This design comes from an exercise in tuning for small area on the open sky130 flow, not from production work. The RTL was checked by simulation tests, not by an equivalence proof against the original design.

==> flow/design.v (excerpt) <==
module x86_exec_top (
  input  logic                    clk,
  input  logic                    arst_n,
  input  logic                    instr_valid,
  input  x86_exec_pkg::exec_req_t req,
  output logic                    res_valid,
  output x86_exec_pkg::exec_res_t res,
  output x86_exec_pkg::eflags_t   eflags,
  output x86_exec_pkg::word_t     eip
);
  logic [6:0]  opc;
  logic [31:0] a, b, c;
  logic [3:0]  ilen;
  logic        ecxz;
  assign opc  = req[107:101];
  assign a    = req[100:69];
  assign b    = req[68:37];
  assign c    = req[36:5];
  assign ilen = req[4:1];
  assign ecxz = req[0];
  logic        started;              
  logic        f_cf, f_pf, f_af, f_zf, f_sf, f_df, f_of;
  logic [31:0] r_eip;                
  logic [31:0] r_op0, r_op1;
  logic o_add, o_adc, o_inc, o_sub, o_sbb, o_dec, o_cmp;
  logic o_and, o_test, o_or, o_xor, o_not;
  logic o_shl, o_shr, o_rol, o_ror;
  logic o_push, o_pop, o_callr, o_calli, o_ret, o_loop, o_loope, o_loopne;
  logic o_mov, o_lea, o_movsx, o_movzx, o_xchg;
  logic o_stc, o_clc, o_std, o_cld, o_lahf, o_sahf;
  logic o_jmp, o_jz, o_jnz, o_jecxz;
  assign o_add    = opc == 7'd1;
  assign o_adc    = opc == 7'd2;
  assign o_inc    = opc == 7'd3;
  assign o_sub    = opc == 7'd4;
  assign o_sbb    = opc == 7'd5;
  assign o_dec    = opc == 7'd6;
  assign o_cmp    = opc == 7'd7;
  assign o_and    = opc == 7'd8;
  assign o_test   = opc == 7'd9;
  assign o_or     = opc == 7'd10;
  assign o_xor    = opc == 7'd11;
  assign o_not    = opc == 7'd12;
  assign o_shl    = opc == 7'd13;
  assign o_shr    = opc == 7'd14;
  assign o_rol    = opc == 7'd15;
  assign o_ror    = opc == 7'd16;
  assign o_push   = opc == 7'd17;
  assign o_pop    = opc == 7'd18;
  assign o_callr  = opc == 7'd19;
  assign o_calli  = opc == 7'd20;
  assign o_ret    = opc == 7'd21;
  assign o_loop   = opc == 7'd22;
  assign o_loope  = opc == 7'd23;
  assign o_loopne = opc == 7'd24;
  assign o_mov    = opc == 7'd25;
  assign o_lea    = opc == 7'd26;
  assign o_movsx  = opc == 7'd27;
  assign o_movzx  = opc == 7'd28;
  assign o_xchg   = opc == 7'd29;
  assign o_stc    = opc == 7'd30;
  ...
Size: about 110 flip-flops.
export LEC_CHECK = 0
export ABC_AREA = 1
export CAP_MARGIN = 20
export CORE_MARGIN = 2
export CORE_UTILIZATION = 65
export SLEW_MARGIN = 20
create_clock -name core_clock -period 12.0 [get_ports {clk}]
standard.sh (not shown) runs the stock make flow with config.mk's settings and CLKGATE_MAP_FILE= SYNTH_SCRIPT=/design/flow/synth_recipe.tcl, a recipe that flattens the netlist after the stock synthesis.
==> flow/flow/run.sh <==
#!/bin/bash
# Standard layout with two changes: the smallest buffer on every port, and
# an area-oriented ABC script for the combinational logic in synthesis
# (registers, flattening and renaming exactly as the standard synthesis).
set -e
here=$(pwd)
export BUFFER_PORTS_ARGS="-buffer_cell sky130_fd_sc_hd__buf_1"
export SKIP_REPAIR_TIE_FANOUT=1
# Clock tree: no dummy loads, larger sink clusters
export CTS_ARGS="-sink_clustering_enable -repair_clock_nets -dont_use_dummy_load -sink_clustering_size 50 -sink_clustering_max_diameter 300"
export MY_ABC_SCRIPT="$here/flow/abc_small.script"
sed 's|log_cmd abc {\*}$abc_args|log_cmd abc {*}[lreplace $abc_args 1 1 $::env(MY_ABC_SCRIPT)]|' \
  "$FLOW_HOME/scripts/synth.tcl" > "$here/synth_small.tcl"
grep -q 'MY_ABC_SCRIPT' "$here/synth_small.tcl"
sed "s|source \$::env(SCRIPTS_DIR)/synth.tcl|source $here/synth_small.tcl|" \
  "$here/synth_recipe.tcl" > "$here/synth_recipe_small.tcl"
grep -q 'synth_small.tcl' "$here/synth_recipe_small.tcl"
bash standard.sh SYNTH_SCRIPT="$here/synth_recipe_small.tcl" finish > standard.log 2>&1
==> flow/flow/abc_small.script <==
strash
balance
rewrite
refactor
balance
rewrite
rewrite -z
balance
refactor -z
rewrite -z
balance
&get -n
&st
&dch
&nf -R 1000
&put
topo
buffer -c
dnsize -c
Next try:
- CORE_UTILIZATION: 65 -> 75
- The new run ran to the end with no violations
- routed wire length increases by 0.56%
- via count increases by 4.7%
- die area decreases by 13%
Next try:
--- a/flow/flow/run.sh
+++ b/flow/flow/run.sh
@@ -7,6 +7,4 @@
 export BUFFER_PORTS_ARGS="-buffer_cell sky130_fd_sc_hd__buf_1"
 export SKIP_REPAIR_TIE_FANOUT=1
-# Clock tree: no dummy loads, larger sink clusters
-export CTS_ARGS="-sink_clustering_enable -repair_clock_nets -dont_use_dummy_load -sink_clustering_size 50 -sink_clustering_max_diameter 300"
 export MY_ABC_SCRIPT="$here/flow/abc_small.script"
 sed 's|log_cmd abc {\*}$abc_args|log_cmd abc {*}[lreplace $abc_args 1 1 $::env(MY_ABC_SCRIPT)]|' \
- CORE_UTILIZATION: 75 -> 55
- CTS_CLUSTER_DIAMETER: unset -> 120
- CTS_CLUSTER_SIZE: unset -> 40
=> Die area is higher by a quarter to a third. Cell area is higher slightly. Clock skew hardly moves. Worst setup slack gains 0.32 ns. Global-route usage is lower by 14 points. Clock-buffer cell count is higher by 1.
Next try:
--- a/flow/flow/abc_small.script
+++ b/flow/flow/abc_small.script
@@ -17,3 +17,4 @@
 topo
 buffer -c
+upsize -c
 dnsize -c
- CTS_CLUSTER_DIAMETER: 120 -> unset
- CTS_CLUSTER_SIZE: 40 -> unset
- die area came out higher by 1.6%
- routed wire length went up by 0.80%
- sequential cell count stays the same

## port drivers added, routing unchanged
The results above use ideal ports. As a check the final layouts listed here were re-extracted and re-timed, cells and wires unchanged.
Step 1 assumes that a clkbuf_16 drives the clock port and a buf_2 every other input.
Step 2 also shifts input and output timing later by t, the mid clock arrival at the registers, as if the neighbouring blocks saw the same clock.
Slacks: ideal ports / drivers / drivers and shift; pairs: ideal ports / drivers.
run | t, ns | setup slack, ns | worst setup path at the end
the first run | 0.403 | 0.592 / 0.592 / 0.188 | input to register
the second run | 0.404 | 0.445 / 0.434 / 0.030 | input to register
the third run | 0.401 | 0.770 / 0.759 / 0.357 | input to register
the fourth run | 0.417 | 0.811 / 0.784 / 0.366 | input to register
After both steps setup and hold are still met in every run listed. The setup slack of the fourth run, which loses most, moves by -0.027 ns with the drivers and by -0.445 ns with both steps.
